Source: an optimization exercise on an open RTL-to-GDS flow (aim: small area, a short achievable clock period and few clock cycles per item). Production flows keep margins and buffers that such runs may drop.
At most, simulation tests tie the RTL to the original design; equivalence was not proved.
The clock port is modelled as an ideal driver, which makes a skipped or thinned clock tree look cheaper than it is; a real chip needs a root buffer or a tree.
No activity file was given, so power comes from the tool's default toggle rates.

==> inputs of run B <==
// toy_language_char_tokenizer
module toy_language_char_tokenizer
(
   input  logic        clock,
   input  logic        reset,
   input  logic        req_valid,
   output logic        req_stall,
   input  logic [7:0]  req_char_in,
   input  logic        req_end_of_input,
   output logic        rsp_valid,
   input  logic        rsp_stall,
   output logic [4:0]  rsp_token_kind,
   output logic [4:0]  rsp_text_length,
   output logic [63:0] rsp_text_first,
   output logic [63:0] rsp_text_second,
   output logic        rsp_text_overflow,
   output logic        rsp_last_of_run
);
   typedef struct packed {
      logic       c_end;    
      logic       c_op;     
      logic       c_eq;     
      logic       c_let;    
      logic       c_dig;    
      logic       c_f;      
      logic       c_t;
      logic       c_e;
   } cls_t;
   function automatic logic [3:0] op_index(input logic [7:0] ch);
      case (ch)
         "-": op_index = 4'd1;
         "*": op_index = 4'd2;
         "/": op_index = 4'd3;
         "%": op_index = 4'd4;
         "<": op_index = 4'd5;
         ">": op_index = 4'd6;
         "!": op_index = 4'd7;
         "&": op_index = 4'd8;
         "|": op_index = 4'd9;
         "(": op_index = 4'd10;
         ")": op_index = 4'd11;
         "{": op_index = 4'd12;
         "}": op_index = 4'd13;
         ";": op_index = 4'd14;
         default: op_index = 4'd0;
      endcase
   endfunction
   function automatic cls_t classify(input logic [7:0] ch, input logic eoi);
      cls_t c;
      c        = '0;
  ...
export LEC_CHECK = 0
export ABC_CLOCK_PERIOD_IN_PS = 2200
export CAP_MARGIN = 20
export CORE_MARGIN = 2
export CORE_UTILIZATION = 50
export SETUP_SLACK_MARGIN = 3.1
export SLEW_MARGIN = 20
create_clock -name core_clock -period 5.5 [get_ports {clock}]
standard.sh (not shown) runs the stock make flow with config.mk's settings and CLKGATE_MAP_FILE= SYNTH_SCRIPT=/design/flow/synth_recipe.tcl, a recipe that flattens the netlist after the stock synthesis.
==> flow/flow/run.sh <==
#!/bin/bash
# The standard layout with two changes: plain buffers (not delay cells) on the
# ports, and a two-level clock tree (one root buffer, ten leaf buffers, each
# driving a cluster of nearby flip-flops) in place of ORFS's clock tree, which
# has one level more. ORFS's own output is in standard_flow.log and orfs/logs.
set -euo pipefail
bash standard.sh \
  "BUFFER_PORTS_ARGS=-buffer_cell sky130_fd_sc_hd__buf_1" \
  "PRE_CTS_TCL=$PWD/flow/cts_hook.tcl" \
  finish > standard_flow.log 2>&1
Other scripts of this flow, unchanged in this note and not shown: flow/flow/cts_hook.tcl
==> run F: changes against run B <==
--- a/flow/design.v
+++ b/flow/design.v
@@ -134,19 +134,19 @@
       end else if (m_c.c_let) begin
          pk_in = KIND_SYMBOL;
       end else if (m_c.c_dig && !ptext) begin
          pk_in = KIND_NUMBER;
       end
    end
-   logic stay, hz, tok, step, split, proc;
+   logic stay, tok, step, split, proc, upd;
    assign stay  = o_v & rsp_stall;               
-   assign hz    = rsp_stall & o_txt;             
    assign tok   = flush | own_v;
    assign split = flush & own_v;
-   assign step = m_v & ~hz & ~(stay & tok);
+   assign step = m_v & ~(stay & tok) & ~(append & o_txt);
    assign proc = step & ~split;
+   assign upd = m_v & ((start & (~is_num | ~stay)) | (append & ~kw & ~o_txt));
    logic m_free, acc;
    logic [7:0] in_ch;
    logic       in_eoi;
    assign m_free    = ~m_v | proc;
    assign in_ch     = k_v ? k_ch : req_char_in;
    assign in_eoi    = k_v ? k_eoi : req_end_of_input;
@@ -188,13 +188,13 @@
          pk <= KIND_NONE;
       end else if (step) begin
          pk <= split ? KIND_NONE : pk_in;
       end
    end
    always_ff @(posedge clock) begin
-      if (proc) begin
+      if (upd) begin
          if (start) begin
             plen      <= 5'd1;
             povf      <= 1'b0;
             kwp_if    <= (m_ch == "i");
             kwp_out   <= 1'b0;
             kwp_while <= 1'b0;
@@ -215,13 +215,13 @@
       if (m_v && start && (!is_num || !stay)) begin
          text_n[0] <= ~m_ch[6:0];
       end
    end
    for (genvar j = 1; j < 16; j++) begin : g_text
       always_ff @(posedge clock) begin
-         if (m_v && append && !hz && plen == 5'(j)) begin
+         if (m_v && append && !o_txt && plen == 5'(j)) begin
             text_n[j] <= ~m_ch[6:0];
          end
       end
    end
    logic [4:0]  t0_kind, t0_len;
    logic        t0_ovf;
@@ -257,13 +257,17 @@
       if (!stay) begin
          o_kind <= t0_kind;
          o_len  <= t0_len;
          o_ovf  <= t0_ovf;
          o_last <= ~split;
          o_b0   <= t0_b0;
-         o_hide <= t0_hide;
+      end
+   end
+   always_ff @(posedge clock) begin
+      for (int j = 1; j < 16; j++) begin
+         o_hide[j] <= stay ? !(o_len > 5'(j)) : t0_hide[j];
       end
    end
    assign rsp_valid         = o_v;
    assign rsp_token_kind    = o_kind;
    assign rsp_text_length   = o_len;
    assign rsp_text_overflow = o_ovf;
==> flow/config.mk (replaced) <==
export PLATFORM = sky130hd
export DESIGN_NAME = toy_language_char_tokenizer
export DESIGN_NICKNAME = toy_language_char_tokenizer
export VERILOG_FILES = /design/flow/design.v
export SDC_FILE = /design/flow/constraint.sdc
export NUM_CORES = 4
export LEC_CHECK = 0
export ABC_AREA = 1
export ABC_CLOCK_PERIOD_IN_PS = 2200
export CAP_MARGIN = 20
export CORE_MARGIN = 2
export CORE_UTILIZATION = 65
export SETUP_SLACK_MARGIN = 3.3
export SLEW_MARGIN = 20
==> run X: changes against run B <==
--- a/flow/config.mk
+++ b/flow/config.mk
@@ -5,9 +5,9 @@
 export SDC_FILE = /design/flow/constraint.sdc
 export NUM_CORES = 4
 export LEC_CHECK = 0
 export ABC_CLOCK_PERIOD_IN_PS = 2200
 export CAP_MARGIN = 20
 export CORE_MARGIN = 2
-export CORE_UTILIZATION = 50
+export CORE_UTILIZATION = 65
 export SETUP_SLACK_MARGIN = 3.1
 export SLEW_MARGIN = 20
==> comparison table <==
quantity                                                                          run B                      run X                    run F
Seq group                                                                       1.68 mW                    1.69 mW                  1.77 mW
Power density relative to cell area                                         307 nW/um^2                311 nW/um^2              333 nW/um^2
Cell depth of the worst setup path                                                    2                          2                        5
Largest incremental delay on the critical path                                  0.51 ns                    0.54 ns                  0.56 ns
Count of unique library cells instantiated by Yosys                                  59                         59                       38
Number of cells in the design after placement                                       917                        871                     1017
Total met3 wirelength after detailed routing                                    1.35 mm                    1.20 mm                  1.18 mm
Total number of vias                                                               5179                       5284                     5866
Fill cells                                                                         1255                        694                      819
Full die area                                                               16300 sq um                12700 sq um              13100 sq um
Pre-CTS setup slack                                                             2.61 ns                    2.61 ns                  2.55 ns
Status                                                                   finished clean             finished clean           finished clean
XOR/XNOR share of the synthesized area                                           0.343%                     0.343%                       0%
Combinational logic power                                                      0.265 mW                   0.265 mW                 0.513 mW
Most repeated cell in the gate-level netlist after synthesis  sky130_fd_sc_hd__edfxtp_1  sky130_fd_sc_hd__edfxtp_1  sky130_fd_sc_hd__nor2_1
Multi-input combinational area share                                              23.5%                      24.2%                    24.3%
P_clk                                                                          0.759 mW                   0.764 mW                 0.761 mW
Sequential fraction of design power                                               62.2%                      62.1%                    58.2%
Share of cells above drive strength 1                                             9.84%                      7.77%                    14.6%
Fmax achieved                                                                 0.419 GHz                  0.423 GHz                0.449 GHz
Crit path required time                                                         4.40 ns                    4.40 ns                  5.53 ns
Share of power burned in combinational logic                                       9.8%                       9.7%                    16.8%
VDD IR-drop max                                                                  233 uV                     343 uV                   243 uV
Wire length of the first global-routing pass                                    26.3 mm                    27.0 mm                  27.5 mm
Post-DR wirelength/cell                                                    18.5 microns               19.9 microns             17.9 microns
Testbench counts of run B, summed over its fixed seeds: cycles 25,216, items 24,000.
Testbench counts of run F, summed over its fixed seeds: cycles 25,414, items 24,000.
Testbench counts of run X, summed over its fixed seeds: cycles 25,216, items 24,000.
In every run of this note, the design's own scripts or RTL, not TritonCTS, make the clock network.


==> exp/willow <==
toy_language_char_tokenizer, a different RTL version from the one above (not shown whole).
Settings: LEC_CHECK=0, ABC_CLOCK_PERIOD_IN_PS=2200, CAP_MARGIN=20, CORE_MARGIN=2, CORE_UTILIZATION=50, SETUP_SLACK_MARGIN=2.0, SLEW_MARGIN=20; clock period 5.5 ns.
==> flow/flow/run.sh <==
#!/bin/bash
# The standard layout, with plain buffers (not delay cells) on the ports.
set -euo pipefail
bash standard.sh "BUFFER_PORTS_ARGS=-buffer_cell sky130_fd_sc_hd__buf_1" finish > standard_flow.log 2>&1
==> exp/indigo: changes against exp/willow <==
Settings changed: SETUP_SLACK_MARGIN 2.0 to 2.8.
==> exp/lagoon: changes against exp/willow <==
--- a/flow/design.v
+++ b/flow/design.v
@@ -85,12 +85,15 @@
    logic       kwp_if, kwp_out, kwp_while;    
    logic        o_v;
    logic [4:0]  o_kind, o_len;
    logic        o_ovf, o_last;
    logic [7:0]  o_b0;
    logic [15:1] o_hide;        
+   logic        s_v;
+   logic [4:0]  s_kind;
+   logic [7:0]  s_b0;
    logic [7:0] text [16];
    for (genvar j = 0; j < 16; j++) begin : g_text_val
       assign text[j] = ~text_n[j];
    end
    logic       is_none, is_asg, is_sym, is_num, ptext;
    logic       c_oth, kw;
@@ -131,25 +134,20 @@
       end else if (m_c.c_let) begin
          pk_in = KIND_SYMBOL;
       end else if (m_c.c_dig && !ptext) begin
          pk_in = KIND_NUMBER;
       end
    end
-   logic stay, hz, tok, step, split, proc;
-   assign stay  = o_v & rsp_stall;               
-   assign hz    = stay & ~o_hide[1];             
-   assign tok   = flush | own_v;
-   assign split = flush & own_v;
-   assign step = m_v & ~hz & ~(stay & tok);
-   assign proc = step & ~split;
+   logic stay, hz, tok, big, proc;
+   assign stay = o_v & rsp_stall;                
+   assign hz   = stay & ~o_hide[1];              
+   assign tok  = flush | own_v;
+   assign big  = (flush & ptext) | (flush & own_v);
+   assign proc = m_v & ~hz & ~(stay & s_v & tok) & ~(big & (stay | s_v));
    logic m_free, acc;
-   logic [7:0] in_ch;
-   logic       in_eoi;
    assign m_free    = ~m_v | proc;
-   assign in_ch     = k_v ? k_ch : req_char_in;
-   assign in_eoi    = k_v ? k_eoi : req_end_of_input;
    assign acc       = req_valid & ~k_v;
    assign req_stall = k_v;
    always_ff @(posedge clock) begin
       if (reset) begin
          m_v <= 1'b0;
          k_v <= 1'b0;
@@ -161,25 +159,25 @@
             k_v <= 1'b1;
          end
       end
    end
    always_ff @(posedge clock) begin
       if (m_free) begin
-         m_ch <= in_ch;
-         m_c  <= classify(in_ch, in_eoi);
+         m_ch <= k_v ? k_ch : req_char_in;
+         m_c  <= k_v ? classify(k_ch, k_eoi) : classify(req_char_in, req_end_of_input);
       end
       if (!m_free && !k_v) begin
          k_ch  <= req_char_in;
          k_eoi <= req_end_of_input;
       end
    end
    always_ff @(posedge clock) begin
       if (reset) begin
          pk <= KIND_NONE;
-      end else if (step) begin
-         pk <= split ? KIND_NONE : pk_in;
+      end else if (proc) begin
+         pk <= pk_in;
       end
    end
    always_ff @(posedge clock) begin
       if (proc) begin
          if (start) begin
             plen      <= 5'd1;
@@ -198,13 +196,13 @@
             kwp_while <= (plen == 5'd3) && (text[0] == "w") && (text[1] == "h")
                          && (text[2] == "i") && (m_ch == "l");
          end
       end
    end
    always_ff @(posedge clock) begin
-      if (m_v && start && (!is_num || !stay)) begin
+      if (proc && start) begin
          text_n[0] <= ~m_ch;
       end
    end
    for (genvar j = 1; j < 16; j++) begin : g_text
       always_ff @(posedge clock) begin
          if (m_v && append && !hz && plen == 5'(j)) begin
@@ -230,27 +228,55 @@
          t0_b0   = ptext ? text[0] : 8'h00;
          for (int j = 1; j < 16; j++) begin
             t0_hide[j] = !(ptext && (plen > 5'(j)));
          end
       end
    end
+   logic s_err, new1;
+   assign s_err = (s_kind == TOK_ERROR);
+   assign new1  = proc & tok;
    always_ff @(posedge clock) begin
       if (reset) begin
          o_v <= 1'b0;
+         s_v <= 1'b0;
       end else if (!stay) begin
-         o_v <= step & tok;
+         if (s_v) begin
+            o_v <= 1'b1;
+            s_v <= new1;
+         end else begin
+            o_v <= new1;
+            s_v <= proc & flush & own_v;
+         end
+      end else if (!s_v) begin
+         s_v <= new1;
       end
    end
    always_ff @(posedge clock) begin
       if (!stay) begin
-         o_kind <= t0_kind;
-         o_len  <= t0_len;
-         o_ovf  <= t0_ovf;
-         o_last <= ~split;
-         o_b0   <= t0_b0;
-         o_hide <= t0_hide;
+         if (s_v) begin
+            o_kind <= s_kind;
+            o_len  <= s_err ? 5'd1 : 5'd0;
+            o_ovf  <= 1'b0;
+            o_last <= 1'b1;
+            o_b0   <= s_b0;
+            o_hide <= '1;
+         end else begin
+            o_kind <= t0_kind;
+            o_len  <= t0_len;
+            o_ovf  <= t0_ovf;
+            o_last <= ~(flush & own_v);
+            o_b0   <= t0_b0;
+            o_hide <= t0_hide;
+         end
+      end
+      if (!stay && !s_v) begin
+         s_kind <= own_kind;
+         s_b0   <= own_b0;
+      end else if (!s_v || !stay) begin
+         s_kind <= t0_kind;
+         s_b0   <= t0_b0;
       end
    end
    assign rsp_valid         = o_v;
    assign rsp_token_kind    = o_kind;
    assign rsp_text_length   = o_len;
    assign rsp_text_overflow = o_ovf;
Settings changed: CTS_BUF_LIST set to sky130_fd_sc_hd__clkbuf_4, SETUP_SLACK_MARGIN 2.0 to 2.8.
==> exp/juniper: changes against exp/willow <==
--- a/flow/design.v
+++ b/flow/design.v
@@ -85,12 +85,15 @@
    logic       kwp_if, kwp_out, kwp_while;    
    logic        o_v;
    logic [4:0]  o_kind, o_len;
    logic        o_ovf, o_last;
    logic [7:0]  o_b0;
    logic [15:1] o_hide;        
+   logic        s_v;
+   logic [4:0]  s_kind;
+   logic [7:0]  s_b0;
    logic [7:0] text [16];
    for (genvar j = 0; j < 16; j++) begin : g_text_val
       assign text[j] = ~text_n[j];
    end
    logic       is_none, is_asg, is_sym, is_num, ptext;
    logic       c_oth, kw;
@@ -131,25 +134,20 @@
       end else if (m_c.c_let) begin
          pk_in = KIND_SYMBOL;
       end else if (m_c.c_dig && !ptext) begin
          pk_in = KIND_NUMBER;
       end
    end
-   logic stay, hz, tok, step, split, proc;
-   assign stay  = o_v & rsp_stall;               
-   assign hz    = stay & ~o_hide[1];             
-   assign tok   = flush | own_v;
-   assign split = flush & own_v;
-   assign step = m_v & ~hz & ~(stay & tok);
-   assign proc = step & ~split;
+   logic stay, hz, tok, big, proc;
+   assign stay = o_v & rsp_stall;                
+   assign hz   = stay & ~o_hide[1];              
+   assign tok  = flush | own_v;
+   assign big  = (flush & ptext) | (flush & own_v);
+   assign proc = m_v & ~hz & ~(stay & s_v & tok) & ~(big & (stay | s_v));
    logic m_free, acc;
-   logic [7:0] in_ch;
-   logic       in_eoi;
    assign m_free    = ~m_v | proc;
-   assign in_ch     = k_v ? k_ch : req_char_in;
-   assign in_eoi    = k_v ? k_eoi : req_end_of_input;
    assign acc       = req_valid & ~k_v;
    assign req_stall = k_v;
    always_ff @(posedge clock) begin
       if (reset) begin
          m_v <= 1'b0;
          k_v <= 1'b0;
@@ -161,25 +159,25 @@
             k_v <= 1'b1;
          end
       end
    end
    always_ff @(posedge clock) begin
       if (m_free) begin
-         m_ch <= in_ch;
-         m_c  <= classify(in_ch, in_eoi);
+         m_ch <= k_v ? k_ch : req_char_in;
+         m_c  <= k_v ? classify(k_ch, k_eoi) : classify(req_char_in, req_end_of_input);
       end
       if (!m_free && !k_v) begin
          k_ch  <= req_char_in;
          k_eoi <= req_end_of_input;
       end
    end
    always_ff @(posedge clock) begin
       if (reset) begin
          pk <= KIND_NONE;
-      end else if (step) begin
-         pk <= split ? KIND_NONE : pk_in;
+      end else if (proc) begin
+         pk <= pk_in;
       end
    end
    always_ff @(posedge clock) begin
       if (proc) begin
          if (start) begin
             plen      <= 5'd1;
@@ -198,13 +196,13 @@
             kwp_while <= (plen == 5'd3) && (text[0] == "w") && (text[1] == "h")
                          && (text[2] == "i") && (m_ch == "l");
          end
       end
    end
    always_ff @(posedge clock) begin
-      if (m_v && start && (!is_num || !stay)) begin
+      if (proc && start) begin
          text_n[0] <= ~m_ch;
       end
    end
    for (genvar j = 1; j < 16; j++) begin : g_text
       always_ff @(posedge clock) begin
          if (m_v && append && !hz && plen == 5'(j)) begin
@@ -230,27 +228,55 @@
          t0_b0   = ptext ? text[0] : 8'h00;
          for (int j = 1; j < 16; j++) begin
             t0_hide[j] = !(ptext && (plen > 5'(j)));
          end
       end
    end
+   logic s_err, new1;
+   assign s_err = (s_kind == TOK_ERROR);
+   assign new1  = proc & tok;
    always_ff @(posedge clock) begin
       if (reset) begin
          o_v <= 1'b0;
+         s_v <= 1'b0;
       end else if (!stay) begin
-         o_v <= step & tok;
+         if (s_v) begin
+            o_v <= 1'b1;
+            s_v <= new1;
+         end else begin
+            o_v <= new1;
+            s_v <= proc & flush & own_v;
+         end
+      end else if (!s_v) begin
+         s_v <= new1;
       end
    end
    always_ff @(posedge clock) begin
       if (!stay) begin
-         o_kind <= t0_kind;
-         o_len  <= t0_len;
-         o_ovf  <= t0_ovf;
-         o_last <= ~split;
-         o_b0   <= t0_b0;
-         o_hide <= t0_hide;
+         if (s_v) begin
+            o_kind <= s_kind;
+            o_len  <= s_err ? 5'd1 : 5'd0;
+            o_ovf  <= 1'b0;
+            o_last <= 1'b1;
+            o_b0   <= s_b0;
+            o_hide <= '1;
+         end else begin
+            o_kind <= t0_kind;
+            o_len  <= t0_len;
+            o_ovf  <= t0_ovf;
+            o_last <= ~(flush & own_v);
+            o_b0   <= t0_b0;
+            o_hide <= t0_hide;
+         end
+      end
+      if (!stay && !s_v) begin
+         s_kind <= own_kind;
+         s_b0   <= own_b0;
+      end else if (!s_v || !stay) begin
+         s_kind <= t0_kind;
+         s_b0   <= t0_b0;
       end
    end
    assign rsp_valid         = o_v;
    assign rsp_token_kind    = o_kind;
    assign rsp_text_length   = o_len;
    assign rsp_text_overflow = o_ovf;
==> flow/run.sh (new file) <==
#!/bin/bash
# synth_recipe.tcl (not shown) runs the flow's synth.tcl, then flattens the netlist and writes it again
# the make line also repeats each setting of config.mk as NAME=value (left out here)
make -C /OpenROAD-flow-scripts/flow DESIGN_CONFIG=/design/flow/config.mk WORK_HOME=/design/flow/orfs CLKGATE_MAP_FILE= SYNTH_SCRIPT=/design/flow/synth_recipe.tcl finish
Settings changed: CTS_BUF_LIST set to sky130_fd_sc_hd__clkbuf_8, CTS_CLUSTER_SIZE set to 30, SETUP_SLACK_MARGIN 2.0 to 3.0.
removed: flow/flow/run.sh
removed: flow/standard.sh
==> notes <==
- Of exp/willow and exp/juniper, exp/juniper has the higher total power (gap about 6%, measured against exp/juniper).
- In exp/lagoon the register-to-register slack is better than in exp/willow, by 670 ps.
- Core utilization: exp/lagoon < exp/willow < exp/indigo < exp/juniper.
- Against exp/indigo, the non-clock buffer count of exp/lagoon is higher by 9.
Testbench counts of exp/willow, summed over its fixed seeds: cycles 25,216, items 24,000.
Testbench counts of exp/indigo, summed over its fixed seeds: cycles 25,216, items 24,000.
The RTL of exp/lagoon and exp/juniper was laid out without a check of its function.

[separate check: timing with driven ports]
No port has a modelled driver above. Below, the same layouts with a new extraction and two added sets of constraints. Step 1: set_driving_cell puts a clkbuf_16 on clock and a buf_2 on each other input, an assumption about the parent block. Step 2 adds t to the input delays and takes it off the output delays; t is the mean of the earliest and latest rising clock arrival at the registers after step 1. Input paths then give back, and output paths get back, about the clock's delay inside the block. Slacks: ideal / step 1 / step 2; pairs: ideal / step 1.
| run | t, ns | slack for setup (ns) | hold slack, ns | worst slew at a driven data input, ns |
|---|---|---|---|---|
| run B | 0.429 | 3.112 / 3.070 / 2.751 | 0.473 / 0.473 / 0.473 | 0.03 |
| run F | 0.426 | 3.274 / 3.274 / 2.959 | 0.483 / 0.483 / 0.483 | 0.03 |
| run X | 0.426 | 3.138 / 3.097 / 2.770 | 0.496 / 0.496 / 0.496 | 0.03 |
| exp/willow | 0.540 | 2.256 / 2.256 / 1.970 | 0.568 / 0.568 / 0.568 | 0.03 |
| exp/indigo | 0.524 | 2.820 / 2.840 / 2.317 | 0.539 / 0.539 / 0.539 | 0.03 |
| exp/lagoon | 0.683 | 2.825 / 2.790 / 2.249 | 0.539 / 0.539 / 0.539 | 0.04 |
| exp/juniper | 0.548 | 2.837 / 2.798 / 2.509 | 0.548 / 0.548 / 0.548 | 0.03 |
After both steps every run listed still meets setup and hold. For exp/lagoon, which loses most, drivers alone change the setup slack by -0.035 ns; drivers and shift together by -0.576 ns.
